Context: an optimization exercise on an open-source flow, tuned for small area. The choices shown serve that exercise and are no tape-out recipe.
Function was checked by simulation only, so behaviour that the tests miss may differ from the original.
The clock port is modelled as an ideal driver; clocking choices that lean on that would not hold on a real chip.
No activity file was given, so power comes from the tool's default toggle rates.

File: flow/config.mk
export PLATFORM = sky130hd
export DESIGN_NAME = tft_top
export DESIGN_NICKNAME = tft_top
export VERILOG_FILES = /design/flow/design.v
export SDC_FILE = /design/flow/constraint.sdc
export NUM_CORES = 4
export LEC_CHECK = 0
export CAP_MARGIN = 20
export CORE_MARGIN = 2
export CORE_UTILIZATION = 40
export SLEW_MARGIN = 20
File: flow/constraint.sdc
create_clock -name core_clock -period 10.0 [get_ports {clk}]
set_input_delay 2.0000 -clock core_clock [delete_from_list [all_inputs] [get_ports {clk}]]
set_output_delay 2.0000 -clock core_clock [all_outputs]
set_load 0.01 [all_outputs]
File: flow/design.v
package tft_pkg;
	typedef struct packed {
		logic [4:0] red;
		logic [5:0] green;
		logic [4:0] blue;
	} rgb565_t;
	typedef struct packed {
		logic [7:0] red;
		logic [7:0] green;
		logic [7:0] blue;
	} rgb888_t;
	typedef struct packed {
		logic pixel_stb;
		logic hblank;
		logic vblank;
	} tft_sync_t;
	typedef struct packed {
		rgb888_t rgb;
		logic    de;
	} tft_pixel_t;
	typedef struct packed {
		logic        req;
		logic [23:0] addr;
	} mem_req_t;
endpackage
`timescale 1ns/1ps
module tft_timing (
	input  logic               clk,
	input  logic               n_reset,
	output tft_pkg::tft_sync_t sync,
	output logic               flush,
	output logic               first,
	output logic               near_stb
);
logic [10:0] cnt;
logic [10:0] nxt;
logic [11:0] cy;      
logic [2:0]  div;
logic [2:0]  line;
assign div  = cnt[2:0];
assign line = cnt[10:8];
always_comb begin
	cy[0] = 1'b1;
	for (int i = 0; i < 11; i++) begin
		nxt[i]    = cnt[i] ^ cy[i];
		cy[i + 1] = cnt[i] & cy[i];
	end
end
always_ff @(posedge clk, negedge n_reset) begin
	if (!n_reset)
		cnt <= '0;
	else
		cnt <= {nxt[10:7], nxt[6:5] | {2{~nxt[7]}}, nxt[4:0]};
end
assign sync     = {div == 3'd0 & (cnt[7] | cnt[6]), ~cnt[7], ~line[2] & ~line[1]};
assign flush    = line == 3'd0;
assign first    = div == 3'd1;
assign near_stb = div == 3'd0 | div[2] & (div[1] | div[0]);
endmodule
`timescale 1ns/1ps
module tft_fetch (
	input  logic                clk,
	input  logic                n_reset,
	input  tft_pkg::tft_sync_t  sync,
	input  logic                flush,
	input  logic                first,
	input  logic                near_stb,
	output tft_pkg::mem_req_t   mem,
	input  logic                rdy,
	input  logic                ifrdy,
	input  tft_pkg::rgb565_t    data,
	output tft_pkg::tft_pixel_t pixel,
	output logic                underrun
);
logic        req;
logic        accept;
logic        keep;
logic        pop;
logic        avail;
logic        shift;
logic        pending;  
logic [2:0]  beat;     
logic [6:0]  kept;     
logic [2:0]  rp;       
logic [2:0]  rp_inc;
logic [6:0]  kept_inc;
logic [7:0]  kc;
logic        show;     
logic        de;
logic [15:0] store [4];
logic [15:0] shown;
function automatic logic [2:0] step3(input logic [2:0] v, input logic en);
	step3 = {v[2] ^ (v[1] & v[0] & en), v[1] ^ (v[0] & en), v[0] ^ en};
endfunction
always_comb begin
	kc[0] = keep;
	for (int i = 0; i < 7; i++) begin
		kept_inc[i] = kept[i] ^ kc[i];
		kc[i + 1]   = kept[i] & kc[i];
	end
end
assign rp_inc = rp + 1'b1;
assign accept = req & rdy;
assign keep   = ifrdy & ~beat[2] & ~(beat[1] & beat[0]);
assign pop    = sync.pixel_stb & ~sync.hblank & ~sync.vblank;
assign avail  = (kept[2:0] != rp) | keep;
assign shift  = pop & avail;
assign req = ~flush & ~pending &
	(kept[2:0] == rp | kept[2:0] == rp_inc & (~show | near_stb));
always_ff @(posedge clk, negedge n_reset) begin
	if (!n_reset)
		beat <= '0;
	else
		beat <= step3(beat, ifrdy);
end
always_ff @(posedge clk, negedge n_reset) begin
	if (!n_reset) begin
		de   <= 1'b0;
		show <= 1'b0;
	end else begin
		de <= ~sync.hblank & ~sync.vblank;
		if (sync.pixel_stb)
			show <= shift;
	end
end
always_ff @(posedge clk) begin
	if (flush) begin
		pending <= 1'b0;
		kept    <= '0;
		rp      <= '0;
	end else begin
		if (accept)
			pending <= 1'b1;
		else if (keep & beat[1])
			pending <= 1'b0;
		kept <= kept_inc;
		rp   <= step3(rp, shift);
	end
end
always_ff @(posedge clk) begin
	if (keep)
		store[kept[1:0]] <= data;
end
always_comb begin
	shown = '0;
	for (int i = 0; i < 4; i++)
		if (show && rp[1:0] == 2'(i + 1))
			shown = shown | store[i];
end
assign mem      = {req, 4'hf, 13'd0, kept};
assign pixel    = {shown[15:11], 3'b000, shown[10:5], 2'b00, shown[4:0], 3'b000, de};
assign underrun = de & ~show & first;
endmodule
`timescale 1ns/1ps
module tft_top (
	input  logic                clk,
	input  logic                n_reset,
	output tft_pkg::mem_req_t   mem,
	input  logic                rdy,
	input  logic                ifrdy,
	input  tft_pkg::rgb565_t    data,
	output tft_pkg::tft_pixel_t pixel,
	output tft_pkg::tft_sync_t  sync,
	output logic                underrun
);
logic flush;
logic first;
logic near_stb;
tft_timing timing_i (
	.clk      (clk),
	.n_reset  (n_reset),
	.sync     (sync),
	.flush    (flush),
	.first    (first),
	.near_stb (near_stb)
);
tft_fetch fetch_i (
	.clk      (clk),
	.n_reset  (n_reset),
	.sync     (sync),
	.flush    (flush),
	.first    (first),
	.near_stb (near_stb),
	.mem      (mem),
	.rdy      (rdy),
	.ifrdy    (ifrdy),
	.data     (data),
	.pixel    (pixel),
	.underrun (underrun)
);
endmodule
File: flow/flow/run.sh
#!/bin/bash
# Standard ORFS layout with these changes: ports are buffered with buf_1,
# constants come from one tie cell per value, CTS adds no dummy loads and a
# post-CTS step (post_cts.tcl) downsizes clock buffers while the flip-flop
# clock slew stays low, and power recovery downsizes non-critical gates.
set -euo pipefail
export BUFFER_PORTS_ARGS="-buffer_cell sky130_fd_sc_hd__buf_1"
export SKIP_REPAIR_TIE_FANOUT=1
export CTS_ARGS="-sink_clustering_enable -repair_clock_nets -dont_use_dummy_load"
export POST_CTS_TCL="$PWD/flow/post_cts.tcl"
bash standard.sh synth > synth.log 2>&1
bash standard.sh "BUFFER_PORTS_ARGS=$BUFFER_PORTS_ARGS" \
	"SKIP_REPAIR_TIE_FANOUT=$SKIP_REPAIR_TIE_FANOUT" \
	"CTS_ARGS=$CTS_ARGS" \
	"POST_CTS_TCL=$POST_CTS_TCL" \
	RECOVER_POWER=100 \
	finish > layout.log 2>&1
File: flow/flow/post_cts.tcl
# Downsize clock buffers where the flip-flop clock pins keep a slew below
# slew_limit (in the library's time unit, ns) by the placement estimate.
set slew_limit 0.120
set sizes {sky130_fd_sc_hd__clkbuf_2 sky130_fd_sc_hd__clkbuf_4}
set block [ord::get_db_block]

proc clock_sink_slew {} {
  set worst 0.0
  foreach pin [get_pins -hierarchical */CLK] {
    set s [get_property $pin slew_max]
    if {$s > $worst} { set worst $s }
  }
  return $worst
}

estimate_parasitics -placement
set bufs {}
foreach inst [$block getInsts] {
  if {[[$inst getMaster] getName] eq "sky130_fd_sc_hd__clkbuf_8"} {
    set net [[$inst findITerm X] getNet]
    if {$net ne "NULL" && [$net getSigType] eq "CLOCK"} { lappend bufs [$inst getName] }
  }
}
puts "post_cts: clock buffers $bufs, worst sink slew [clock_sink_slew]"
foreach name $bufs {
  set kept sky130_fd_sc_hd__clkbuf_8
  foreach size $sizes {
    replace_cell $name $size
    estimate_parasitics -placement
    set w [clock_sink_slew]
    if {$w <= $slew_limit} {
      set kept $size
      break
    }
  }
  if {$kept eq "sky130_fd_sc_hd__clkbuf_8"} { replace_cell $name $kept; estimate_parasitics -placement }
  puts "post_cts: $name -> $kept (worst sink slew [clock_sink_slew])"
}
File: flow/standard.sh
#!/bin/bash
# synth_recipe.tcl (not shown) runs the flow's synth.tcl, then flattens the netlist and writes it again
# the make line also repeats each setting of config.mk as NAME=value (left out here)
make -C /OpenROAD-flow-scripts/flow DESIGN_CONFIG=/design/flow/config.mk WORK_HOME=/design/flow/orfs CLKGATE_MAP_FILE= SYNTH_SCRIPT=/design/flow/synth_recipe.tcl "${@:-finish}"
==> run summary, run 1 <==
clock transition at the registers of the reported paths=0.12 ns; IO Port Bufs=48; Post-Place Worst Slack=between 5 and 6 ns; Min-Delay Endpoint=timing_i.cnt[4]$_DFF_PN0_; syn_nets=305; hold path start=timing_i.cnt[4]$_DFF_PN0_; synth unique cells=32; Routed Antenna Nets=0; fmax=222.3 MHz; Final Hold Vio Count=0; worst reg2reg endpoint=timing_i.cnt[10]$_DFF_PN0_; minimum clock period=about 4.5 ns; P_int=roughly 0.49 mW; final WL=roughly 6500 µm; slew of the pin with the lowest slew margin=roughly 1.1 ns; CP endpoint kind=output pin; total die area=10250 µm²; Worst Setup Path Type=flip-flop to output pin; synthesized instance count=261; global route overflow=0; area occupied by multi-input gates=947.2 µm²; Max Cap Viol=0; die height=approximately 100 µm; DRC Markers=0; register area=2542 µm²; WHS Path Cells=1; endpoints failing setup=0; clk_skew=0.03423 ns; clock group share of total power=0.250; Pwr Total=0.6302 mW; Avg Inst Size Synth=14.49 µm²; commonest non-fill, non-tap cell in the layout=edfxtp_1; PnR worst setup slack=between 5 and 6 ns; Finished Cell Area=3945 µm²; global-route wire length before repair=approximately 10000 µm; RSZ-0062 raised after global routing=false; most frequent cells in the layout=64 x edfxtp_1, 47 x buf_1, 32 x a22oi_1; Placement Cell Area=about 3900 µm²; Leak Pwr=around 1.4 nW; status=timing/DRC/antenna clean; initial antenna violation count=0; vias in the first global route=2034; RD Place Congestion=~0.72; fin nets=331; wire per inst=16.38 µm; Ys Warns=2; fillers=873; switching share of power=0.2229; sequential fraction of design power=0.695; sum of negative setup slack=0 ns; clock sink count=91; Worst VDD drop=83.64 µV; Initial Utilization=0.4112; ant diodes=0; DRT iter0 DRCs=102; r2r startpoint=timing_i.cnt[0]$_DFF_PN0_; Synth-to-Final Area Change=4.335%; Clk Latency, worst-skew pair=0.49 ns; Std-Cell Core Area=roughly 9200 µm²; critical path fanouts, max=17; Comb power frac=0.055; largest net degree at the start of global routing=22; Die X=around 100 µm; fin util=0.4290; sequential share of the synthesized area=0.6724; CP required=8.00 ns; vias=2030; Reg2Reg Depth=10; Worst Hold Class=flip-flop to flip-flop; DRT Pass-1 Iters=4; Via density=between 5 and 6; Slew headroom=0.2958; Slew Limit Fails=0; switching power=around 0.14 mW; CTS tree=built; HPWL after DPL=4090 µm; # rows=35; layout cells sized above 1=0.03860; Power Dens Cells=about 160 nW/µm²; flop-to-flop setup slack=around 7.6 ns; Setup crit start kind=flip-flop; synthesized area=roughly 3800 µm²; flops & latches, synth=91; Ports=74; Total GRT Usage=0.1327; Final period util=0.4498; worst path arrival time=2.50 ns
==> per-layer routing <==
metal	GRT usage	routed length (µm)	vias up
li1	-	-	974
met1	0.1780	3072	1002
met2	0.2068	3024	46
met3	0.04141	315	8
met4	0.04366	73	0
met5	0	0	-
==> sequential cells by signal, indices dropped and copies added (netlist names) <==
signal,flops
fetch_i.de,1
timing_i.cnt,11
fetch_i.kept,7
fetch_i.pending,1
fetch_i.show,1
fetch_i.beat,3
fetch_i.store,64
fetch_i.rp,3
==> how the worst max path moves through the flow <==
stage                                        start                       endpoint  cells after the start
after floorplan                              ifrdy  fetch_i.store[2][0]$_DFFE_PP_                      2
after global placement    fetch_i.rp[1]$_SDFF_PP0_                        mem[24]                      6
final                     fetch_i.rp[1]$_SDFF_PP0_                        mem[24]                      6
after detailed placement  fetch_i.rp[1]$_SDFF_PP0_                        mem[24]                      6
after global routing      fetch_i.rp[1]$_SDFF_PP0_                        mem[24]                      6
==> synthesized netlist by cell type <==
cell,number,share of area
edfxtp_1,64,0.51
a22oi_1,32,0.064
buf_4,27,0.054
ha_1,24,0.079
a21oi_1,18,0.024
dfrtp_1,16,0.11
dfxtp_1,11,0.058
inv_1,8,0.0079
xnor2_1,8,0.019
nor2b_1,7,0.012
clkbuf_1,6,0.0060
nand2_1,6,0.0060
nor2_1,5,0.0050
nor3_1,4,0.0053
buf_2,3,0.0040
nand2b_1,3,0.0050
conb_1,2,0.0020
o21a_1,2,0.0040
xor2_1,2,0.0046
a211oi_2,1,0.0033
a31oi_1,1,0.0017
and3_2,1,0.0020
and3_4,1,0.0030
buf_6,1,0.0030
clkinv_1,1,0.00099
mux2i_1,1,0.0026
nand3_1,1,0.0013
nand3b_1,1,0.0020
nor3b_1,1,0.0020
o21bai_1,1,0.0020
o22ai_1,1,0.0017
o31ai_1,1,0.0020
==> critical path, stage by stage (launching register included) <==
cell	delay, ns
dfxtp_1	0.46
ha_1	0.68
inv_1	0.18
xnor2_1	0.19
a31oi_1	0.13
nor3_1	0.18
buf_1	0.17
==> stage by stage <==
stage,std cells,hold slack (ns)
6_report,396,0.4745
5_1_grt,396,0.4876
3_5_place_dp,387,0.4598
3_3_place_gp,387,0.4541
2_1_floorplan,261,0.4430
==> layout make-up <==
cell class | count | share of cell area
Tap cell | 111 | 0.03520
Inverter | 9 | 0.008563
Timing Repair Buffer | 52 | 0.05043
Clock buffer | 9 | 0.02125
Sequential cell | 91 | 0.6445
Multi-Input combinational cell | 124 | 0.2401
==> power by group through the flow <==
| stage | logic, mW | registers [mW] | clock network (mW) |
|---|---|---|---|
| 6_report | 0.0349 | 0.438 | 0.157 |
| 5_1_grt | 0.0409 | 0.441 | 0.177 |
| 3_5_place_dp | 0.0384 | 0.446 | 0 |
| 3_3_place_gp | 0.0374 | 0.445 | 0 |
| 2_1_floorplan | 0.0300 | 0.444 | 0 |
==> cell families after synthesis <==
kind of cell	Yosys count	share of synthesized area
muxes	1	0.002647
adders and majority gates	24	0.07942
other	2	0.001986
AOI/OAI and AO/OA	57	0.1019
buffers and inverters	46	0.07544
DFF	91	0.6724
xor gates and xnor gates	10	0.02317
and+or+nand+nor	30	0.04302
==> run 2, diff against run 1 <==
--- a/flow/flow/post_cts.tcl
+++ b/flow/flow/post_cts.tcl
@@ -1,6 +1,6 @@
 # Downsize clock buffers where the flip-flop clock pins keep a slew below
 # slew_limit (in the library's time unit, ns) by the placement estimate.
-set slew_limit 0.120
+set slew_limit 0.125
 set sizes {sky130_fd_sc_hd__clkbuf_2 sky130_fd_sc_hd__clkbuf_4}
 set block [ord::get_db_block]
 
==> run summary, run 2 <==
IO Port Bufs=48; Slew Limit Fails=0; synth unique cells=32; synthesized instance count=261; fraction of registers with async set/reset=0.1758; Post-Place Worst Slack=about 6.0 ns; Main synth FF type=edfxtp_1; # rows=35; CP top delay family=adder cells; Routed Antenna Nets=0; vias in the first global route=2034; EDFF count, synth=64; DRT Pass-1 Iters=4; ant diodes=0; synthesized area=3781 µm²; clock transition at the registers of the reported paths=between 0.1 and 0.15 ns; Via density=about 5; Worst VDD drop=83.64 µV; Ys Warns=2; Worst Hold Class=flip-flop to flip-flop; layout cells sized above 1=0.03860; clock sink count=91; proportion of netlist area held by the largest area contributor=0.5083; CTS tree=built; DRC Markers=0; HPWL after DPL=4090 µm; RD Place Congestion=just over 0.7; vias=about 2000; Synth-to-Final Area Change=4.335%; global-route wire length before repair=10220 µm; Worst Path Buf+Inv=2; clk_skew=0.03423 ns; most frequent cell after synthesis=edfxtp_1; Final period util=0.4498; leading area contributor after synthesis=edfxtp_1; Worst Setup Path Type=flip-flop to output pin; fmax=222.3 MHz; Power Dens Cells=159.8 nW/µm²; wire per inst=16.38 µm; slowest stage delay, CP=about 0.68 ns; Clk Latency, worst-skew pair=0.49 ns; CP required=8.00 ns; Ports=74; sum of negative setup slack=0 ns; Die X=101.2 µm; flops & latches, synth=between 90 and 100; CP cell instances=ha_1, inv_1, xnor2_1, a31oi_1, nor3_1, buf_1; max FFs per register=64; Leak Pwr=1.432 nW; Max Cap Viol=0; most frequent cells in the layout=64 x edfxtp_1, 47 x buf_1, 32 x a22oi_1; Setup crit start kind=flip-flop; Initial Utilization=0.4112; critical path fanouts, max=17; fin nets=331; status=timing/DRC/antenna clean; PnR worst setup slack=5.502 ns; slew of the pin with the lowest slew margin=1.056 ns; Final Hold Vio Count=0; initial antenna violation count=0; final WL=6486 µm; Slew headroom=0.2958; total die area=10250 µm²; Slowest cell on crit path=ha_1; commonest non-fill, non-tap cell in the layout=edfxtp_1; Total GRT Usage=0.1327; CP endpoint kind=output pin; global route overflow=0; fin util=0.4290; die height=101.2 µm; worst path arrival time=2.50 ns; RSZ-0062 raised after global routing=false; most frequent cells after synthesis=64 x edfxtp_1, 32 x a22oi_1, 27 x buf_4; endpoints failing setup=0; final hold slack=0.4745 ns; largest net degree at the start of global routing=22; Avg Inst Size Synth=~14 µm²; DRT iter0 DRCs=102; sequential share of the synthesized area=0.6724; Synth area leaders=edfxtp_1 51%, dfrtp_1 11%, ha_1 7.9%, a22oi_1 6.4%, dfxtp_1 5.8%; minimum clock period=4.498 ns; Std-Cell Core Area=around 9200 µm²; syn_nets=305
==> run 2: cell counts in the layout (fill, tap and decap cells not counted) <==
No cell type changed its count.
==> run 2: per-stage QoR <==
stage / instance area, µm² / cells / power [mW]
floorplan: 3781 / 261 / 0.4744
global placement: 3889 / 387 / 0.4824
detailed placement: 3889 / 387 / 0.4846
global route: 3945 / 396 / 0.6587
finish: 3945 / 396 / 0.6302
==> run 2: layer usage <==
| metal | GRT usage | part of all wire | vias up |
|---|---|---|---|
| li1 | - | - | 974 |
| met1 | 0.1780 | 0.47 | 1002 |
| met2 | 0.2068 | 0.47 | 46 |
| met3 | 0.04141 | 0.049 | 8 |
| met4 | 0.04366 | 0.011 | 0 |
| met5 | 0 | 0 | - |
==> run 2: logic make-up after synthesis <==
kind of cell	synth area share
DFF	0.6724
AOI/OAI and AO/OA	0.1019
buffers and inverters	0.07544
and+or+nand+nor	0.04302
adders and majority gates	0.07942
xor gates and xnor gates	0.02317
other	0.001986
muxes	0.002647
==> run 2: final cells by class <==
cell class                 count  area (µm²)
fill                         873        5251
tap                          111       138.9
inverter                       9       33.78
multi-input combinational    124       947.2
timing repair buffer          52       198.9
sequential                    91        2542
clock buffer                   9       83.83
==> run 2: path summary, 6_finish.rpt <==
| check | slack [ns] | startpoint | end | cells past startpoint |
|---|---|---|---|---|
| max in group asynchronous | 7.88 | n_reset | timing_i.cnt[2]$_DFF_PN0_ | 1 |
| min | 0.47 | timing_i.cnt[4]$_DFF_PN0_ | timing_i.cnt[4]$_DFF_PN0_ | 1 |
| max reg2reg | 7.59 | timing_i.cnt[0]$_DFF_PN0_ | timing_i.cnt[10]$_DFF_PN0_ | 10 |
| min reg2reg | 0.47 | timing_i.cnt[4]$_DFF_PN0_ | timing_i.cnt[4]$_DFF_PN0_ | 1 |
| max | 5.50 | fetch_i.rp[1]$_SDFF_PP0_ | mem[24] | 6 |
| min in group asynchronous | 1.58 | n_reset | timing_i.cnt[7]$_DFF_PN0_ | 1 |
==> run 2: where the power goes <==
part	switching, mW	internal (mW)	leakage, nW
sequential	0.00969	0.428	0.871
clock	0.105	0.0520	0.0487
combinational	0.0254	0.00946	0.512
total	0.140	0.490	1.43
==> run 3, diff against run 2 <==
==> flow/flow/run.sh (replaced) <==
#!/bin/bash
# Standard ORFS layout with these changes: the standard synthesis's
# combinational logic is remapped for area (resynth.tcl, flip-flops untouched),
# ports are buffered with buf_1, constants come from one tie cell per value,
# CTS adds no dummy loads, a post-CTS step (post_cts.tcl) downsizes clock
# buffers while the flip-flop clock slew stays low, and power recovery
# downsizes non-critical gates.
set -euo pipefail
export BUFFER_PORTS_ARGS="-buffer_cell sky130_fd_sc_hd__buf_1"
export SKIP_REPAIR_TIE_FANOUT=1
export CTS_ARGS="-sink_clustering_enable -repair_clock_nets -dont_use_dummy_load"
export POST_CTS_TCL="$PWD/flow/post_cts.tcl"
RES=$PWD/orfs/results/$FLOW_PLATFORM/tft_top/base

bash standard.sh synth > synth.log 2>&1

cp $RES/1_2_yosys.v $RES/1_2_yosys_standard.v
export RESYN_LIB=$FLOW_HOME/platforms/sky130hd/lib/sky130_fd_sc_hd__tt_025C_1v80.lib
export RESYN_DONT_USE="$(make -s -C $FLOW_HOME DESIGN_CONFIG=$PWD/config.mk WORK_HOME=$PWD/orfs print-DONT_USE_CELLS | sed -n 's/^DONT_USE_CELLS: //p')"
export RESYN_IN=$RES/1_2_yosys_standard.v
export RESYN_OUT=$RES/1_2_yosys.v
export RESYN_TOP=$FLOW_TOP
export RESYN_ABC=$PWD/flow/resynth.abc
YOSYS=$(command -v yosys || echo $FLOW_HOME/../tools/install/yosys/bin/yosys)
$YOSYS -c flow/resynth.tcl > resynth.log 2>&1
rm -f $RES/1_synth.odb $RES/1_synth.sdc

bash standard.sh "BUFFER_PORTS_ARGS=$BUFFER_PORTS_ARGS" \
	"SKIP_REPAIR_TIE_FANOUT=$SKIP_REPAIR_TIE_FANOUT" \
	"CTS_ARGS=$CTS_ARGS" \
	"POST_CTS_TCL=$POST_CTS_TCL" \
	RECOVER_POWER=100 \
	finish > layout.log 2>&1
--- a/flow/flow/post_cts.tcl
+++ b/flow/flow/post_cts.tcl
@@ -1,6 +1,6 @@
 # Downsize clock buffers where the flip-flop clock pins keep a slew below
 # slew_limit (in the library's time unit, ns) by the placement estimate.
-set slew_limit 0.125
+set slew_limit 0.120
 set sizes {sky130_fd_sc_hd__clkbuf_2 sky130_fd_sc_hd__clkbuf_4}
 set block [ord::get_db_block]
 
==> flow/flow/resynth.abc (new file) <==
&get -n
&st
&dch
&nf -R 1000
&put
&get -n
&st
&dch
&nf -R 1000
&put
==> flow/flow/resynth.tcl (new file) <==
# Remap the standard synthesis's combinational logic for area. The flip-flops
# and tie cells stay exactly as the standard synthesis made them (same cells,
# same instance names); every other cell is read as its liberty function and
# mapped again by ABC with an area-oriented script.
yosys -import
set lib $::env(RESYN_LIB)
set dont_use {}
foreach c $::env(RESYN_DONT_USE) { lappend dont_use -dont_use $c }
read_liberty -ignore_miss_func -ignore_miss_dir $lib
read_verilog $::env(RESYN_IN)
hierarchy -top $::env(RESYN_TOP)
set keep {}
foreach m [split [string trim [exec grep -o {sky130_fd_sc_hd__[a-z0-9_]*} $::env(RESYN_IN)]] "\n"] {
  if {[regexp {__(df|edf|sdf|dl|conb)} $m]} { lappend keep $m }
}
blackbox {*}[lsort -unique $keep]
flatten
opt -purge
abc -liberty $lib {*}$dont_use -script $::env(RESYN_ABC)
opt_clean -purge
hilomap -singleton -hicell sky130_fd_sc_hd__conb_1 HI -locell sky130_fd_sc_hd__conb_1 LO
splitnets
opt_clean -purge
insbuf -buf sky130_fd_sc_hd__buf_4 A X
stat -liberty $lib
write_verilog -noattr -noexpr -nohex -nodec $::env(RESYN_OUT)
==> run summary, run 3 <==
Final period util=0.4712; most frequent cells in the layout=64 x edfxtp_1, 47 x buf_1, 32 x a22oi_1; Worst Setup Path Type=flip-flop to output pin; Final Hold Vio Count=0; critical path fanouts, max=18; CTS tree=built; CP required=8.00 ns; DRC Markers=0; synthesized area=3638 µm²; HPWL after DPL=4086 µm; ant diodes=0; Max Cap Viol=0; sum of negative setup slack=0 ns; final WL=around 6400 µm; endpoints failing setup=0; Clk Latency, worst-skew pair=~0.5 ns; initial antenna violation count=0; Avg Inst Size Synth=13.58 µm²; Ports=between 70 and 80; # rows=34; worst path arrival time=2.71 ns; Setup crit start kind=flip-flop; syn_nets=approximately 290; clock transition at the registers of the reported paths=0.09 ns; Finished Cell Area=3830 µm²; RSZ-0062 raised after global routing=false; CP cell instances=and2_0, xor2_1, a31oi_1, a31oi_1, nor3_1, buf_1; status=timing/DRC/antenna clean; fin nets=320; global route overflow=0; Leak Pwr=1.300 nW; Total GRT Usage=0.1369; total die area=around 9900 µm²; Slew headroom=0.2662; max FFs per register=64; CP endpoint kind=output pin; layout cells sized above 1=0.04027; clk_skew=0.01766 ns; largest net degree at the start of global routing=22; DRT iter0 DRCs=116; Std-Cell Core Area=8763 µm²; Power Dens Cells=165.7 nW/µm²; Via density=5.180; DRT Pass-1 Iters=6; Initial Utilization=0.4152; Synth-to-Final Area Change=5.261%; Pwr Total=0.6345 mW; vias in the first global route=2041; Ys Warns=2; slew of the pin with the lowest slew margin=1.100 ns; Routed Antenna Nets=0; global-route wire length before repair=approximately 10000 µm; vias=2103; RD Place Congestion=about 0.72; minimum clock period=4.712 ns; Worst Hold Class=flip-flop to flip-flop; Die X=99.38 µm; Slowest cell on crit path=and2_0; slowest stage delay, CP=0.90 ns; die height=99.38 µm; commonest non-fill, non-tap cell in the layout=edfxtp_1; Slew Limit Fails=0; clock sink count=91; wire per inst=15.79 µm; Placement Cell Area=about 3800 µm²; synthesized instance count=268; Worst VDD drop=approximately 78 µV; fmax=212.2 MHz; IO Port Bufs=48; Most common cell on crit path=a31oi_1
## run 3: critical path, delay by kind of cell, from the launching register on
kind                      cells  cell delay, ns
AOI/OAI and AO/OA             2            0.32
xor gates and xnor gates      1            0.15
buffers and inverters         1            0.18
DFF                           1            0.46
and+or+nand+nor               2            1.12
## run 3: worst paths after layout
check / slack, ns / cells past startpoint / from / endpoint
setup / recovery: 5.29 / 6 / fetch_i.rp[0]$_SDFF_PP0_ / mem[24]
hold / removal: 0.49 / 2 / fetch_i.beat[2]$_DFF_PN0_ / fetch_i.beat[2]$_DFF_PN0_
setup reg to reg: 7.38 / 7 / fetch_i.beat[2]$_DFF_PN0_ / fetch_i.kept[6]$_SDFF_PP0_
hold reg to reg: 0.49 / 2 / fetch_i.beat[2]$_DFF_PN0_ / fetch_i.beat[2]$_DFF_PN0_
max in group asynchronous: 7.90 / 1 / n_reset / timing_i.cnt[6]$_DFF_PN0_
min in group asynchronous: 1.57 / 1 / n_reset / timing_i.cnt[3]$_DFF_PN0_
## run 3: metrics by stage
stage	setup WS (ns)	hold WS (ns)	utilization	cells
6_report	5.288	0.4916	0.4370	406
5_1_grt	4.997	0.5141	0.4370	406
3_5_place_dp	5.588	0.4742	0.4292	397
3_3_place_gp	5.708	0.4680	0.4292	397
2_1_floorplan	6.087	0.4400	-	268
## run 3: area by class of cell
type	instances	area (µm²)
Multi-Input combinational cell	140	833.3
Tap cell	108	135.1
Sequential cell	91	2542
Fill cell	834	4933
Clock buffer	9	90.09
Inverter	4	15.01
Timing Repair Buffer	54	214.0
## run 3: routing by layer
metal | part of all wire | global-route usage
met3 | 0.051 | 0.04989
met5 | 0 | 0
met1 | 0.48 | 0.1866
met2 | 0.46 | 0.2115
met4 | 0.0076 | 0.03161
## run 3: power by group
| part | switching (mW) | internal (mW) | total (mW) | leakage (nW) |
|---|---|---|---|---|
| Sequential | 0.0106 | 0.428 | 0.439 | 0.872 |
| Clock | 0.103 | 0.0561 | 0.159 | 0.0513 |
| Combinational | 0.0271 | 0.00943 | 0.0365 | 0.377 |
==> run 4, diff against run 3 <==
--- a/flow/design.v
+++ b/flow/design.v
@@ -101,18 +101,12 @@
 end
 assign rp_inc = rp + 1'b1;
 assign accept = req & rdy;
-assign keep   = ifrdy & ~beat[2] & ~(beat[1] & beat[0]);
+assign keep   = ifrdy & ~beat[2] & ~(beat[1] & beat[0]) & ~flush;
 assign pop    = sync.pixel_stb & ~sync.hblank & ~sync.vblank;
 assign avail  = (kept[2:0] != rp) | keep;
 assign shift  = pop & avail;
 assign req = ~flush & ~pending &
 	(kept[2:0] == rp | kept[2:0] == rp_inc & (~show | near_stb));
-always_ff @(posedge clk, negedge n_reset) begin
-	if (!n_reset)
-		beat <= '0;
-	else
-		beat <= step3(beat, ifrdy);
-end
 always_ff @(posedge clk, negedge n_reset) begin
 	if (!n_reset) begin
 		de   <= 1'b0;
@@ -126,6 +120,7 @@
 always_ff @(posedge clk) begin
 	if (flush) begin
 		pending <= 1'b0;
+		beat    <= '0;
 		kept    <= '0;
 		rp      <= '0;
 	end else begin
@@ -133,6 +128,7 @@
 			pending <= 1'b1;
 		else if (keep & beat[1])
 			pending <= 1'b0;
+		beat <= step3(beat, ifrdy);
 		kept <= kept_inc;
 		rp   <= step3(rp, shift);
 	end
==> flow/flow/resynth.abc (replaced) <==
&get -n
&st
&dch
&nf -R 1000
&put
&get -n
&st
&dch
&nf -R 1000
&put
&get -n
&st
&dch
&nf -R 1000
&put
==> run summary, run 4 <==
status=failed layout checks; Failing Checks=capacitance limit, slew limit; global route overflow=0; CP cell instances=and2_0, xor2_1, o21ba_1, nor3_1, buf_1; wire per inst=16.55 µm; global-route wire length before repair=10640 µm; Power Dens Cells=149.4 nW/µm²; WHS Path Cells=1; Clk Latency, worst-skew pair=0.52 ns; CP required=around 8.0 ns; IO Port Bufs=48; Worst VDD drop=66.03 µV; Worst Path Buf+Inv=1; sum of negative setup slack=0 ns; Crit. path cell count=5; Setup crit start kind=flip-flop; DRT Pass-1 Iters=6; Max Cap Viol=1; final WL=approximately 6700 µm; ant diodes=0; RSZ-0062 raised after global routing=false; Global Route met2 Usage=0.2256; worst reg2reg endpoint=fetch_i.store[0][10]$_DFFE_PP_; DRC Markers=0; endpoints failing setup=0; Worst Setup Path Type=flip-flop to output pin; Ys Warns=2; largest net degree at the start of global routing=22; met3 Track Usage GR=0.05622; clk_skew=about 0.031 ns; Std-Cell Core Area=8763 µm²; minimum clock period=4.682 ns; grt peak-use layer=met2; CP top delay family=simple AND/OR/NAND/NOR gates; Total GRT Usage=0.1423; fin util=0.4350; commonest non-fill, non-tap cell in the layout=edfxtp_1; Placement Cell Area=3751 µm²; most frequent cells in the layout=64 x edfxtp_1, 47 x buf_1, 32 x a22oi_1; Worst Hold Class=flip-flop to flip-flop; DRT iter0 DRCs=76; flop-to-flop setup slack=roughly 6.8 ns; Via density=roughly 5.2; Slowest cell on crit path=and2_0; r2r startpoint=timing_i.cnt[9]$_DFF_PN0_; Final Hold Vio Count=0; fillers=833; layout cells sized above 1=0.04027; Slew Limit Fails=17; # rows=34; synthesized area=3627 µm²; fin nets=320; Die X=about 99 µm; critical path fanouts, max=18; synthesized instance count=between 200 and 300; total die area=9846 µm²; die height=roughly 99 µm; Synth-to-Final Area Change=5.105%; HPWL after DPL=roughly 4200 µm; fmax=213.6 MHz; Slew headroom=-0.6631; RD Place Congestion=just over 0.7; Finished Cell Area=between 3000 and 4000 µm²; CP endpoint kind=output pin; worst path arrival time=2.68 ns; Leak Pwr=1.262 nW; CP endpoint=mem[24]; Ports=74; Initial Utilization=0.4139; slew of the pin with the lowest slew margin=2.476 ns; Routed Antenna Nets=0; Reg2Reg Depth=3; clock sink count=just over 90; syn_nets=288; CTS tree=built; hold path start=fetch_i.rp[2]$_SDFF_PP0_; vias in the first global route=between 2000 and 2500; Avg Inst Size Synth=13.53 µm²; max FFs per register=64; slowest stage delay, CP=0.97 ns; clock transition at the registers of the reported paths=approximately 0.090 ns; vias=2128; Final period util=0.4682; met1 Resource Use GR=0.1836; worst setup path start=fetch_i.rp[0]$_SDFF_PP0_; initial antenna violation count=0
## run 4: worst min-delay path by stage
stage | end
floorplan | fetch_i.kept[4]$_SDFF_PP0_
global placement | fetch_i.rp[2]$_SDFF_PP0_
detailed placement | fetch_i.rp[2]$_SDFF_PP0_
global route | fetch_i.rp[2]$_SDFF_PP0_
finish | fetch_i.rp[2]$_SDFF_PP0_
## run 4: final cells by class
| type | instances | area (µm²) | area share |
|---|---|---|---|
| clock buffers | 9 | 83.83 | 0.02199 |
| multi-input cells | 140 | 837.1 | 0.2196 |
| well taps | 108 | 135.1 | 0.03544 |
| repair buffers | 54 | 214.0 | 0.05612 |
| flip-flops and latches | 91 | 2527 | 0.6629 |
| inverters | 4 | 15.01 | 0.003938 |
## run 4: metal layers
layer	share of wire	wire, µm
met2	0.47	3175
met1	0.46	3104
met3	0.054	363
met5	0	0
met4	0.011	77
## run 4: per-stage QoR
step / power (mW) / hold WS [ns] / worst slack (ns) / cells
floorplan: 0.4229 / 0.4519 / 6.021 / 268
global placement: 0.4215 / 0.4719 / 5.748 / 396
detailed placement: 0.4220 / 0.4772 / 5.614 / 396
global route: 0.5908 / 0.5092 / 5.032 / 406
finish: 0.5696 / 0.4869 / 5.318 / 406
## run 4: power by group
| part | internal (mW) | switching, mW | total [mW] |
|---|---|---|---|
| clock network | 0.0518 | 0.104 | 0.156 |
| registers | 0.403 | 0 | 0.403 |
| logic | 0.00172 | 0.00898 | 0.0107 |
| total | 0.456 | 0.113 | 0.570 |
## run 4: worst register-to-register path, cell delays in order, from the launching register on
cell     delay [ns]
dfrtp_1        0.43
or3_1          0.29
nand3_1        0.19
nor3_1         1.87
==> run 5, diff against run 4 <==
--- a/flow/flow/run.sh
+++ b/flow/flow/run.sh
@@ -3,8 +3,8 @@
 # combinational logic is remapped for area (resynth.tcl, flip-flops untouched),
 # ports are buffered with buf_1, constants come from one tie cell per value,
 # CTS adds no dummy loads, a post-CTS step (post_cts.tcl) downsizes clock
-# buffers while the flip-flop clock slew stays low, and power recovery
-# downsizes non-critical gates.
+# buffers while the flip-flop clock slew stays low and then downsizes
+# non-critical gates (power recovery) and repairs slew and capacitance.
 set -euo pipefail
 export BUFFER_PORTS_ARGS="-buffer_cell sky130_fd_sc_hd__buf_1"
 export SKIP_REPAIR_TIE_FANOUT=1
@@ -29,5 +29,4 @@
 	"SKIP_REPAIR_TIE_FANOUT=$SKIP_REPAIR_TIE_FANOUT" \
 	"CTS_ARGS=$CTS_ARGS" \
 	"POST_CTS_TCL=$POST_CTS_TCL" \
-	RECOVER_POWER=100 \
 	finish > layout.log 2>&1
--- a/flow/flow/post_cts.tcl
+++ b/flow/flow/post_cts.tcl
@@ -36,3 +36,4 @@
   if {$kept eq "sky130_fd_sc_hd__clkbuf_8"} { replace_cell $name $kept; estimate_parasitics -placement }
   puts "post_cts: $name -> $kept (worst sink slew [clock_sink_slew])"
 }
+
==> run summary, run 5 <==
Worst Hold Class=flip-flop to flip-flop; commonest non-fill, non-tap cell in the layout=edfxtp_1; DRC Markers=0; DRT iter0 DRCs=94; Finished Cell Area=3846 µm²; CP top delay family=simple AND/OR/NAND/NOR gates; total die area=9846 µm²; CTS tree=built; global route overflow=0; Ports=74; clk_skew=around 0.031 ns; slew of the pin with the lowest slew margin=0.8944 ns; clock transition at the registers of the reported paths=0.09 ns; die height=99.23 µm; Slew Limit Fails=0; Die X=99.23 µm; Post-Place Worst Slack=5.614 ns; most frequent cells in the layout=64 x edfxtp_1, 48 x buf_1, 32 x a22oi_1; fmax=228.0 MHz; Avg Inst Size Synth=13.53 µm²; DRT Pass-1 Iters=4; Worst Path Buf+Inv=1; Power Dens Cells=roughly 150 nW/µm²; vias in the first global route=2102; Std-Cell Core Area=8763 µm²; Pwr Total=0.5687 mW; clock sink count=91; vias=~2100; IO Port Bufs=48; initial antenna violation count=0; Placement Cell Area=3751 µm²; Slowest cell on crit path=and2_1; RD Place Congestion=0.7154; # rows=34; Initial Utilization=0.4139; Via density=5.276; Routed Antenna Nets=0; Final Hold Vio Count=0; sum of negative setup slack=0 ns; synthesized instance count=268; area occupied by multi-input gates=855.8 µm²; Setup crit start kind=flip-flop; slowest stage delay, CP=0.70 ns; PnR worst setup slack=~5.6 ns; status=timing/DRC/antenna clean; wire per inst=16.44 µm; CP required=8.00 ns; Ys Warns=2; global-route wire length before repair=roughly 11000 µm; register area=2527 µm²; Total GRT Usage=0.1423; Slew headroom=0.4018; fillers=826; CP endpoint kind=output pin; final WL=6673 µm; layout cells sized above 1=0.06040; CP cell instances=and2_1, xor2_1, o21ba_1, nor3_1, buf_1; Worst Setup Path Type=flip-flop to output pin; Final period util=0.4386; ant diodes=0; syn_nets=288; RSZ-0062 raised after global routing=false; critical path fanouts, max=18; synthesized area=3627 µm²; max FFs per register=64; worst path arrival time=2.39 ns; Leak Pwr=approximately 1.3 nW; Max Cap Viol=0; fin nets=320; Clk Latency, worst-skew pair=roughly 0.52 ns; largest net degree at the start of global routing=22; HPWL after DPL=4190 µm; minimum clock period=4.386 ns; Worst VDD drop=66.02 µV; endpoints failing setup=0; Synth-to-Final Area Change=6.037%
==> run 5: final cells by class <==
type	count	share of cell area
flip-flops and latches	91	0.6571
multi-input cells	140	0.2225
well taps	108	0.03513
clock buffers	9	0.02180
repair buffers	54	0.05953
inverters	4	0.003904
==> run 5: power by group <==
group | switching (mW) | internal [mW]
Sequential | 0 | 0.403
Clock | 0.104 | 0.0518
Combinational | 0.00897 | 0.00172
==> run 5: worst paths after layout <==
path | start | endpoint | slack, ns | depth (start not counted)
max | fetch_i.rp[1]$_SDFF_PP0_ | mem[24] | 5.61 | 5
min | fetch_i.rp[2]$_SDFF_PP0_ | fetch_i.rp[2]$_SDFF_PP0_ | 0.49 | 1
max reg2reg | timing_i.cnt[8]$_DFF_PN0_ | fetch_i.kept[6]$_SDFF_PP0_ | 7.39 | 9
min reg2reg | fetch_i.rp[2]$_SDFF_PP0_ | fetch_i.rp[2]$_SDFF_PP0_ | 0.49 | 1
max in group asynchronous | n_reset | timing_i.cnt[2]$_DFF_PN0_ | 8.04 | 1
min in group asynchronous | n_reset | timing_i.cnt[0]$_DFF_PN0_ | 1.49 | 1
==> run 5: per-stage QoR <==
stage | hold WS, ns | cells | util
2_1_floorplan | 0.4519 | 268 | -
3_5_place_dp | 0.4772 | 396 | 0.4280
3_3_place_gp | 0.4719 | 396 | 0.4280
5_1_grt | 0.5092 | 406 | 0.4389
6_report | 0.4869 | 406 | 0.4389
==> run 5: layer usage <==
| metal | up-vias | GRT usage | wire length, µm |
|---|---|---|---|
| li1 | 1036 | - | - |
| met1 | 1034 | 0.1836 | 3043 |
| met2 | 63 | 0.2256 | 3119 |
| met3 | 9 | 0.05622 | 431 |
| met4 | 0 | 0.03793 | 79 |
| met5 | - | 0 | 0 |
==> run 5: worst reg2reg max path: stages, from the launching register on <==
cell,delay [ns]
dfrtp_1,0.44
nor3_1,0.73
nor2_1,0.20
nand2_1,0.15
nor2_2,0.13
buf_6,0.18
and3_1,0.23
and3_1,0.22
a21oi_1,0.15
o21a_1,0.13
==> run 6, diff against run 5 <==
--- a/flow/flow/run.sh
+++ b/flow/flow/run.sh
@@ -29,4 +29,5 @@
 	"SKIP_REPAIR_TIE_FANOUT=$SKIP_REPAIR_TIE_FANOUT" \
 	"CTS_ARGS=$CTS_ARGS" \
 	"POST_CTS_TCL=$POST_CTS_TCL" \
+	"PRE_GLOBAL_PLACE_TCL=$PWD/flow/pre_gpl.tcl" \
 	finish > layout.log 2>&1
==> flow/flow/pre_gpl.tcl (new file) <==
remove_buffers
--- a/flow/config.mk
+++ b/flow/config.mk
@@ -8,4 +8,5 @@
 export CAP_MARGIN = 20
 export CORE_MARGIN = 2
 export CORE_UTILIZATION = 40
+export GPL_TIMING_DRIVEN = 0
 export SLEW_MARGIN = 20
==> run summary, run 6 <==
status=timing/DRC/antenna clean; minimum clock period=about 4.5 ns; hold path start=fetch_i.rp[2]$_SDFF_PP0_; DRT Pass-1 Iters=4; Slowest cell on crit path=and2_1; synthesized instance count=268; Leak Pwr=1.271 nW; Max Cap Viol=0; Finished Cell Area=3836 µm²; layout cells sized above 1=0.06757; worst setup path start=fetch_i.rp[0]$_SDFF_PP0_; worst path arrival time=2.46 ns; CP endpoint kind=output pin; Worst Path Buf+Inv=1; RSZ-0062 raised after global routing=false; area occupied by multi-input gates=859.6 µm²; slew of the pin with the lowest slew margin=about 0.85 ns; RD Place Congestion=0.8097; Slew Limit Fails=0; fillers=851; clock group share of total power=0.263; Die X=99.23 µm; Avg Inst Size Synth=13.53 µm²; Std-Cell Core Area=8763 µm²; Initial Utilization=0.4139; Comb power frac=0.019; vias in the first global route=2043; Final period util=0.4456; r2r startpoint=timing_i.cnt[8]$_DFF_PN0_; CP cell instances=and2_1, xor2_1, o21ba_1, nor3_1, buf_1; final WL=6658 µm; max FFs per register=64; ant diodes=0; Slew headroom=0.4270; Total GRT Usage=0.1425; switching power=0.1086 mW; CTS tree=built; Ports=74; most frequent cells in the layout=64 x edfxtp_1, 48 x buf_1, 32 x a22oi_1; global route overflow=0; synthesized area=3627 µm²; Power Dens Cells=146.2 nW/µm²; Clk Latency, worst-skew pair=0.50 ns; CP top delay family=simple AND/OR/NAND/NOR gates; Setup crit start kind=flip-flop; Worst VDD drop=61.38 µV; Synth-to-Final Area Change=5.761%; Worst Hold Class=flip-flop to flip-flop; syn_nets=288; fmax=roughly 220 MHz; clock sink count=91; P_int=0.4521 mW; Ys Warns=2; Placement Cell Area=3759 µm²; Final Hold Vio Count=0; die height=99.23 µm; Via density=5.257; total die area=9846 µm²; vias=2124; register area=2527 µm²; clk_skew=0.03494 ns; # rows=34; Worst Setup Path Type=flip-flop to output pin; critical path fanouts, max=18; commonest non-fill, non-tap cell in the layout=edfxtp_1; HPWL after DPL=4356 µm; DRC Markers=0; initial antenna violation count=0; Routed Antenna Nets=0; switching share of power=0.1937; CP required=8.00 ns; clock transition at the registers of the reported paths=0.11 ns; sum of negative setup slack=0 ns; endpoints failing setup=0; largest net degree at the start of global routing=22; fin nets=318; DRT iter0 DRCs=94; IO Port Bufs=48; wire per inst=16.48 µm; final hold slack=~0.49 ns; global-route wire length before repair=around 11000 µm; sequential fraction of design power=0.718; slowest stage delay, CP=0.72 ns
## run 6: final timing paths
path	to	slack [ns]	cells past startpoint
min reg2reg	fetch_i.rp[2]$_SDFF_PP0_	0.49	1
min in group asynchronous	timing_i.cnt[7]$_DFF_PN0_	1.49	1
max reg2reg	fetch_i.kept[6]$_SDFF_PP0_	7.49	8
max in group asynchronous	fetch_i.show$_DFFE_PN0N_	8.08	1
max	mem[24]	5.54	5
min	fetch_i.rp[2]$_SDFF_PP0_	0.49	1
## run 6: layer usage
layer | vias up | track usage | part of all wire
met3 | 7 | 0.04989 | 0.066
met5 | - | 0 | 0
met1 | 1014 | 0.1872 | 0.45
met2 | 65 | 0.2240 | 0.47
met4 | 0 | 0.04426 | 0.013
li1 | 1038 | - | -
## run 6: worst register-to-register path: stages (launching register included)
cell and delay (ns):
dfrtp_1 0.45, nor3_1 0.73, nor2_1 0.20, nand2_1 0.17
nor2_2 0.14, and3_1 0.26, and3_1 0.22, a21oi_1 0.14
o21a_1 0.12
## run 6: metrics by stage
step	util	total power, mW	worst slack [ns]	cells
after detailed placement	0.4289	0.4219	5.955	395
after global routing	0.4378	0.5821	5.296	404
after floorplan	-	0.4229	6.021	268
final	0.4378	0.5607	5.544	404
after global placement	0.4216	0.4214	5.013	391
## run 6: area by class of cell
type | instances | share of cell area
Sequential cell | 91 | 0.6588
Multi-Input combinational cell | 140 | 0.2241
Timing Repair Buffer | 52 | 0.05773
Tap cell | 108 | 0.03523
Clock buffer | 9 | 0.02022
Inverter | 4 | 0.003914
## run 6: power groups by stage
stage                     clock, mW  sequential [mW]  combinational, mW
after floorplan                   0            0.411             0.0115
after global placement            0            0.411             0.0103
after detailed placement          0            0.411             0.0107
after global routing          0.167            0.403             0.0120
final                         0.147            0.403             0.0106
==> run 7, diff against run 6 <==
--- a/flow/flow/post_cts.tcl
+++ b/flow/flow/post_cts.tcl
@@ -37,3 +37,10 @@
   puts "post_cts: $name -> $kept (worst sink slew [clock_sink_slew])"
 }
 
+# Downsize gates off the critical paths, then repair any slew or capacitance
+# violation this leaves and legalize the placement again.
+repair_timing -verbose -recover_power 100
+estimate_parasitics -placement
+repair_design -verbose -cap_margin 20 -slew_margin 20
+detailed_placement
+check_placement -verbose
==> run summary, run 7 <==
Worst Path Buf+Inv=1; wire per inst=16.52 µm; IO Port Bufs=48; slew of the pin with the lowest slew margin=0.8953 ns; global route overflow=0; clk_skew=0.03350 ns; final WL=between 6000 and 7000 µm; die height=99.23 µm; Worst Setup Path Type=flip-flop to output pin; worst setup path start=fetch_i.rp[0]$_SDFF_PP0_; Avg Inst Size Synth=13.53 µm²; HPWL after DPL=between 4000 and 5000 µm; switching share of power=0.1926; vias=2119; initial antenna violation count=0; ant diodes=0; DRT iter0 DRCs=93; Crit. path cell count=5; Leak Pwr=1.252 nW; WHS Path Cells=1; fin nets=318; global-route wire length before repair=10660 µm; Max Cap Viol=0; DRT Pass-1 Iters=4; Initial Utilization=0.4139; sum of negative setup slack=0 ns; status=timing/DRC/antenna clean; r2r startpoint=fetch_i.beat[0]$_SDFF_PP0_; Slew headroom=0.4009; Synth-to-Final Area Change=4.898%; RD Place Congestion=just over 0.8; endpoints failing setup=0; P_int=around 0.45 mW; CP top delay family=simple AND/OR/NAND/NOR gates; critical path fanouts, max=18; Total GRT Usage=0.1436; Worst Hold Class=flip-flop to flip-flop; switching power=0.1079 mW; CTS tree=built; vias in the first global route=between 2000 and 2500; CP cell instances=and2_1, xor2_1, o21ba_1, nor3_1, buf_1; syn_nets=288; Clk Latency, worst-skew pair=between 0.4 and 0.5 ns; Reg2Reg Depth=6; Via density=5.245; clock group share of total power=0.262; hold path start=fetch_i.rp[2]$_SDFF_PP0_; Worst VDD drop=61.48 µV; Routed Antenna Nets=0; CP endpoint kind=output pin; most frequent cells in the layout=64 x edfxtp_1, 47 x buf_1, 32 x a22oi_1; max FFs per register=64; Slew Limit Fails=0; commonest non-fill, non-tap cell in the layout=edfxtp_1; Final period util=0.4423; synthesized area=approximately 3600 µm²; Ports=74; # rows=34; RSZ-0062 raised after global routing=false; Pwr Total=0.5601 mW; Std-Cell Core Area=8763 µm²; sequential fraction of design power=0.719; Final Hold Vio Count=0; minimum clock period=4.423 ns; largest net degree at the start of global routing=22; layout cells sized above 1=0.04730; Comb power frac=0.019; CP required=8.00 ns; total die area=9846 µm²; DRC Markers=0; synthesized instance count=268; Slowest cell on crit path=and2_1; fmax=226.1 MHz; clock sink count=91; slowest stage delay, CP=approximately 0.7 ns; clock transition at the registers of the reported paths=0.11 ns; worst path arrival time=2.42 ns; Power Dens Cells=147.2 nW/µm²; Die X=slightly below 100 µm; Ys Warns=2; Setup crit start kind=flip-flop
==> run 7: final timing paths <==
path	endpoint	slack (ns)
min in group asynchronous	timing_i.cnt[7]$_DFF_PN0_	1.51
hold reg to reg	fetch_i.rp[2]$_SDFF_PP0_	0.49
setup reg to reg	fetch_i.store[3][10]$_DFFE_PP_	7.32
hold / removal	fetch_i.rp[2]$_SDFF_PP0_	0.49
setup / recovery	mem[24]	5.58
max in group asynchronous	fetch_i.show$_DFFE_PN0N_	8.06
==> run 7: power by group through the flow <==
stage	clock [mW]	combinational [mW]	sequential [mW]
2_1_floorplan	0	0.0115	0.411
3_3_place_gp	0	0.0103	0.411
3_5_place_dp	0	0.0107	0.411
5_1_grt	0.167	0.0120	0.403
6_report	0.147	0.0106	0.403
==> run 7: layer usage <==
metal	global-route usage	wire length (µm)	part of all wire	vias to the layer above
met5	0	0	0	-
met4	0.04426	68	0.010	0
met3	0.04989	423	0.063	6
met2	0.2235	3169	0.47	61
met1	0.1909	3015	0.45	1015
li1	-	-	-	1037
==> run 7: stage by stage <==
step	util	std cells	instance area, µm²	hold WS [ns]	setup WS (ns)
2_1_floorplan	-	268	3627	0.4519	6.021
3_3_place_gp	0.4216	391	3695	0.4676	5.013
3_5_place_dp	0.4289	395	3759	0.4771	5.955
5_1_grt	0.4342	404	3805	0.5087	5.296
6_report	0.4342	404	3805	0.4923	5.577
==> run 7: worst register-to-register path, stage by stage, from the launching register on <==
cell and delay [ns]:
dfxtp_1 0.37, a21oi_1 0.20, nand2_1 0.11, nor2_1 0.22, nand2_1 0.11, nor2_1 0.69
clkbuf_1 0.59
==> run 7: area by class of cell <==
type                            instances  area (µm²)
Sequential cell                        91        2527
Timing Repair Buffer                   52       195.2
Inverter                                4       15.01
Clock buffer                            9       77.57
Tap cell                              108       135.1
Multi-Input combinational cell        140       854.6
Fill cell                             859        4959
==> run 8, diff against run 7 <==
--- a/flow/flow/run.sh
+++ b/flow/flow/run.sh
@@ -29,5 +29,4 @@
 	"SKIP_REPAIR_TIE_FANOUT=$SKIP_REPAIR_TIE_FANOUT" \
 	"CTS_ARGS=$CTS_ARGS" \
 	"POST_CTS_TCL=$POST_CTS_TCL" \
-	"PRE_GLOBAL_PLACE_TCL=$PWD/flow/pre_gpl.tcl" \
 	finish > layout.log 2>&1
--- a/flow/config.mk
+++ b/flow/config.mk
@@ -8,5 +8,4 @@
 export CAP_MARGIN = 20
 export CORE_MARGIN = 2
 export CORE_UTILIZATION = 40
-export GPL_TIMING_DRIVEN = 0
 export SLEW_MARGIN = 20
removed: flow/flow/pre_gpl.tcl
==> run summary, run 8 <==
fmax=approximately 240 MHz; max FFs per register=64; Ports=74; fillers=826; Clk Latency, worst-skew pair=roughly 0.52 ns; Most common cell on crit path=nor3_1; metal3 WL=~360 µm; Power Dens Cells=147.4 nW/µm²; status=timing/DRC/antenna clean; RD Place Congestion=0.7154; Finished Cell Area=3867 µm²; clock sink count=91; global-route wire length before repair=10680 µm; vias=2131; DRT Pass-1 Iters=4; IO Port Bufs=48; Total GRT Usage=0.1428; Worst Hold Class=flip-flop to flip-flop; Slew headroom=0.3163; Final period util=0.4210; global route overflow=0; DRT iter0 DRCs=65; commonest non-fill, non-tap cell in the layout=edfxtp_1; PnR worst setup slack=5.790 ns; Ys Warns=2; Setup crit start kind=flip-flop; Synth-to-Final Area Change=6.623%; CP required=~8 ns; # rows=34; Routed Antenna Nets=0; Via density=~5.2; worst setup path start=timing_i.cnt[1]$_DFF_PN0_; sum of negative setup slack=0 ns; final WL=approximately 6600 µm; met2 WL=3123 µm; Std-Cell Core Area=8763 µm²; RSZ-0062 raised after global routing=false; worst path arrival time=roughly 2.2 ns; CTS tree=built; syn_nets=288; synthesized instance count=268; Worst Setup Path Type=flip-flop to output pin; DRC Markers=0; CP endpoint=mem[24]; worst reg2reg endpoint=fetch_i.kept[6]$_SDFF_PP0_; top layer in use=met4; clk_skew=0.02947 ns; initial antenna violation count=0; WHS Path Cells=1; Placement Cell Area=3751 µm²; r2r startpoint=timing_i.cnt[8]$_DFF_PN0_; most frequent cells in the layout=64 x edfxtp_1, 47 x buf_1, 32 x a22oi_1; layout cells sized above 1=0.06645; flop-to-flop setup slack=7.38 ns; fin nets=between 300 and 400; CP endpoint kind=output pin; Max Cap Viol=0; CP cell instances=nor3_1, o221ai_1, o21ba_1, nor3_1, buf_1; wl on met1=3073 µm; Slew Limit Fails=0; Worst VDD drop=66.03 µV; die height=99.23 µm; Leak Pwr=1.294 nW; total die area=9846 µm²; Reg2Reg Depth=9; synthesized area=~3600 µm²; Initial Utilization=0.4139; ant diodes=0; vias in the first global route=2115; endpoints failing setup=0; wire per inst=about 16 µm; clock transition at the registers of the reported paths=0.11 ns; minimum clock period=4.210 ns; Final Hold Vio Count=0; HPWL after DPL=4190 µm; slew of the pin with the lowest slew margin=1.026 ns; Avg Inst Size Synth=13.53 µm²; slowest stage delay, CP=0.46 ns; largest net degree at the start of global routing=22; critical path fanouts, max=6; Post-Place Worst Slack=5.614 ns; Die X=just under 100 µm; Slowest cell on crit path=dfrtp_1
## run 8: cell types whose count changed in the layout (fill, tap and decap cells not counted)
cell,delta
nor2b_2,-2
nor2b_1,+2
clkbuf_8,+1
clkbuf_4,-1
clkbuf_2,+1
buf_8,+1
and2_0,+1
buf_4,+4
buf_6,+2
clkbuf_1,-3
and2_1,-1
## run 8: metal layers
metal | track usage | vias up
met2 | 0.2256 | 50
met5 | 0 | -
met4 | 0.04004 | 0
li1 | - | 1044
met3 | 0.05552 | 9
met1 | 0.1849 | 1028
## run 8: worst min-delay path by stage
stage,slack (ns),end,startpoint
finish,0.49,fetch_i.rp[2]$_SDFF_PP0_,fetch_i.rp[2]$_SDFF_PP0_
global route,0.51,fetch_i.rp[2]$_SDFF_PP0_,fetch_i.rp[2]$_SDFF_PP0_
detailed placement,0.48,fetch_i.rp[2]$_SDFF_PP0_,fetch_i.rp[2]$_SDFF_PP0_
global placement,0.47,fetch_i.rp[2]$_SDFF_PP0_,fetch_i.rp[2]$_SDFF_PP0_
floorplan,0.45,fetch_i.kept[4]$_SDFF_PP0_,fetch_i.kept[4]$_SDFF_PP0_
## run 8: critical path, delay by kind of cell (launching register included)
kind / cells / cell delay, ns
AOI/OAI and AO/OA: 2 / 0.41
and+or+nand+nor: 2 / 0.64
DFF: 1 / 0.46
buffers and inverters: 1 / 0.18
## run 8: stage by stage
stage          total power [mW]    util  instances  hold WS (ns)
5_1_grt                  0.5908  0.4413        409        0.5092
3_3_place_gp             0.4215  0.4280        396        0.4719
6_report                 0.5699  0.4413        409        0.4868
3_5_place_dp             0.4220  0.4280        396        0.4772
2_1_floorplan            0.4229       -        268        0.4519
## run 8: report_power, final
| part | switching [mW] | leakage, nW | total (mW) | internal, mW |
|---|---|---|---|---|
| clock network | 0.105 | 0.0487 | 0.156 | 0.0518 |
| registers | 0 | 0.855 | 0.403 | 0.403 |
| logic | 0.00899 | 0.390 | 0.0107 | 0.00172 |
| total | 0.114 | 1.29 | 0.570 | 0.456 |
## run 8: area by class of cell
cell class	instances	area, µm²	area share
clock buffers	9	83.83	0.02168
inverters	4	15.01	0.003882
multi-input cells	140	849.6	0.2197
flip-flops and latches	91	2527	0.6535
well taps	108	135.1	0.03494
repair buffers	57	256.5	0.06632
==> run 9, diff against run 8 <==
--- a/flow/flow/run.sh
+++ b/flow/flow/run.sh
@@ -2,7 +2,8 @@
 # Standard ORFS layout with these changes: the standard synthesis's
 # combinational logic is remapped for area (resynth.tcl, flip-flops untouched),
 # ports are buffered with buf_1, constants come from one tie cell per value,
-# CTS adds no dummy loads, a post-CTS step (post_cts.tcl) downsizes clock
+# global placement is not timing-driven (pre_gpl.tcl removes the synthesis
+# buffers first), CTS adds no dummy loads, a post-CTS step (post_cts.tcl) downsizes clock
 # buffers while the flip-flop clock slew stays low and then downsizes
 # non-critical gates (power recovery) and repairs slew and capacitance.
 set -euo pipefail
@@ -29,4 +30,5 @@
 	"SKIP_REPAIR_TIE_FANOUT=$SKIP_REPAIR_TIE_FANOUT" \
 	"CTS_ARGS=$CTS_ARGS" \
 	"POST_CTS_TCL=$POST_CTS_TCL" \
+	"PRE_GLOBAL_PLACE_TCL=$PWD/flow/pre_gpl.tcl" \
 	finish > layout.log 2>&1
--- a/flow/flow/post_cts.tcl
+++ b/flow/flow/post_cts.tcl
@@ -1,6 +1,6 @@
 # Downsize clock buffers where the flip-flop clock pins keep a slew below
 # slew_limit (in the library's time unit, ns) by the placement estimate.
-set slew_limit 0.120
+set slew_limit 0.125
 set sizes {sky130_fd_sc_hd__clkbuf_2 sky130_fd_sc_hd__clkbuf_4}
 set block [ord::get_db_block]
 
==> flow/flow/pre_gpl.tcl (new file) <==
remove_buffers
--- a/flow/config.mk
+++ b/flow/config.mk
@@ -8,4 +8,5 @@
 export CAP_MARGIN = 20
 export CORE_MARGIN = 2
 export CORE_UTILIZATION = 40
+export GPL_TIMING_DRIVEN = 0
 export SLEW_MARGIN = 20
==> run summary, run 9 <==
slew of the pin with the lowest slew margin=0.8953 ns; clock transition at the registers of the reported paths=roughly 0.11 ns; Ys Warns=2; synthesized instance count=268; Worst Path Buf+Inv=1; worst path arrival time=2.42 ns; sum of negative setup slack=0 ns; CP endpoint kind=output pin; global route overflow=0; Final Hold Vio Count=0; CP top delay family=simple AND/OR/NAND/NOR gates; RSZ-0062 raised after global routing=false; wire per inst=between 15 and 20 µm; CTS tree=built; total die area=around 9800 µm²; HPWL after DPL=4356 µm; Std-Cell Core Area=between 8000 and 9000 µm²; vias in the first global route=about 2100; syn_nets=approximately 290; wl on met1=between 3000 and 4000 µm; Routed Antenna Nets=0; Setup crit start kind=flip-flop; Slew Limit Fails=0; CP cell instances=and2_1, xor2_1, o21ba_1, nor3_1, buf_1; DRT Pass-1 Iters=4; largest net degree at the start of global routing=22; status=timing/DRC/antenna clean; flop-to-flop setup slack=between 7 and 8 ns; Worst Hold Class=flip-flop to flip-flop; fillers=859; # rows=34; die height=between 90 and 100 µm; Slew headroom=0.4009; vias=2119; most frequent cells in the layout=64 x edfxtp_1, 47 x buf_1, 32 x a22oi_1; synthesized area=3627 µm²; Worst VDD drop=~60 µV; Die X=99.23 µm; met2 WL=3169 µm; final WL=~6700 µm; Worst Setup Path Type=flip-flop to output pin; Slowest cell on crit path=and2_1; commonest non-fill, non-tap cell in the layout=edfxtp_1; Synth-to-Final Area Change=4.898%; Power Dens Cells=147.2 nW/µm²; Total GRT Usage=0.1436; Max Cap Viol=0; fmax=~230 MHz; layout cells sized above 1=0.04730; metal3 WL=~420 µm; fin nets=318; RD Place Congestion=0.8097; DRC Markers=0; IO Port Bufs=48; Leak Pwr=about 1.3 nW; clock sink count=91; clk_skew=0.03350 ns; slowest stage delay, CP=0.71 ns; Pwr Total=around 0.56 mW; max FFs per register=64; Final period util=0.4423; global-route wire length before repair=between 10000 and 15000 µm; Ports=74; initial antenna violation count=0; CP required=8.00 ns; Clk Latency, worst-skew pair=0.48 ns; minimum clock period=4.423 ns; top layer in use=met4; endpoints failing setup=0; DRT iter0 DRCs=93; ant diodes=0; critical path fanouts, max=18; Initial Utilization=0.4139; Avg Inst Size Synth=13.53 µm²; Via density=5.245
run 9: worst paths after layout:
check,end,from,cells after the start
worst max-delay path,mem[24],fetch_i.rp[0]$_SDFF_PP0_,5
worst min-delay path,fetch_i.rp[2]$_SDFF_PP0_,fetch_i.rp[2]$_SDFF_PP0_,1
worst max register to register,fetch_i.store[3][10]$_DFFE_PP_,fetch_i.beat[0]$_SDFF_PP0_,6
worst min register to register,fetch_i.rp[2]$_SDFF_PP0_,fetch_i.rp[2]$_SDFF_PP0_,1
max in group asynchronous,fetch_i.show$_DFFE_PN0N_,n_reset,1
min in group asynchronous,timing_i.cnt[7]$_DFF_PN0_,n_reset,1
run 9: per-stage QoR:
| stage | setup WS (ns) | utilization | hold slack (ns) | std cells | area (µm²) |
|---|---|---|---|---|---|
| after detailed placement | 5.955 | 0.4289 | 0.4771 | 395 | 3759 |
| after global placement | 5.013 | 0.4216 | 0.4676 | 391 | 3695 |
| after floorplan | 6.021 | - | 0.4519 | 268 | 3627 |
| final | 5.577 | 0.4342 | 0.4923 | 404 | 3805 |
| after global routing | 5.296 | 0.4342 | 0.5087 | 404 | 3805 |
run 9: per-layer routing:
metal | track usage | vias to the layer above
li1 | - | 1037
met1 | 0.1909 | 1015
met2 | 0.2235 | 61
met3 | 0.04989 | 6
met4 | 0.04426 | 0
met5 | 0 | -
run 9: worst reg2reg max path, stage by stage (launching register included):
cell	delay [ns]
dfxtp_1	0.37
a21oi_1	0.20
nand2_1	0.11
nor2_1	0.22
nand2_1	0.11
nor2_1	0.69
clkbuf_1	0.59
run 9: layout make-up:
type	instances	area (µm²)	share of cell area
clock buffers	9	77.57	0.02039
inverters	4	15.01	0.003946
multi-input cells	140	854.6	0.2246
flip-flops and latches	91	2527	0.6643
well taps	108	135.1	0.03551
repair buffers	52	195.2	0.05130
run 9: report_power, final:
group / internal, mW / switching (mW)
registers: 0.403 / 0
clock network: 0.0478 / 0.0990
logic: 0.00172 / 0.00889
total: 0.452 / 0.108

==> separate check: timing with driven ports <==
In the flow no input, the clock included, has a driving cell. The finished layouts below were timed again as built, in two steps.
Step 1 assumes that a clkbuf_16 drives the clock port and a buf_2 every other input.
Step 2 adds t to the input delays and takes it off the output delays; t is the mean of the earliest and latest rising clock arrival at the registers after step 1. Input paths then give back, and output paths get back, about the clock's delay inside the block.
a / b / c = no drivers / after step 1 / after step 2; a / b = the first two.
run | t (ns) | setup WS [ns] | hold slack, ns | pins driven straight from the clock port
run 1 | 0.504 | 5.502 / 5.474 / 5.978 | 0.474 / 0.474 / 0.474 | 1
run 2 | 0.504 | 5.502 / 5.474 / 5.978 | 0.474 / 0.474 / 0.474 | 1
run 3 | 0.512 | 5.288 / 5.263 / 5.643 | 0.492 / 0.492 / 0.492 | 1
run 4 | 0.532 | 5.318 / 5.293 / 5.264 | 0.487 / 0.487 / 0.487 | 1
run 5 | 0.532 | 5.614 / 5.588 / 5.857 | 0.487 / 0.487 / 0.487 | 1
run 6 | 0.512 | 5.544 / 5.516 / 5.944 | 0.492 / 0.492 / 0.492 | 1
run 7 | 0.496 | 5.577 / 5.548 / 5.656 | 0.492 / 0.492 / 0.492 | 1
run 8 | 0.530 | 5.790 / 5.764 / 5.867 | 0.487 / 0.487 / 0.487 | 1
run 9 | 0.496 | 5.577 / 5.548 / 5.656 | 0.492 / 0.492 / 0.492 | 1
For run 4, which loses most, drivers alone change the setup slack by -0.025 ns; drivers and shift together by -0.054 ns.
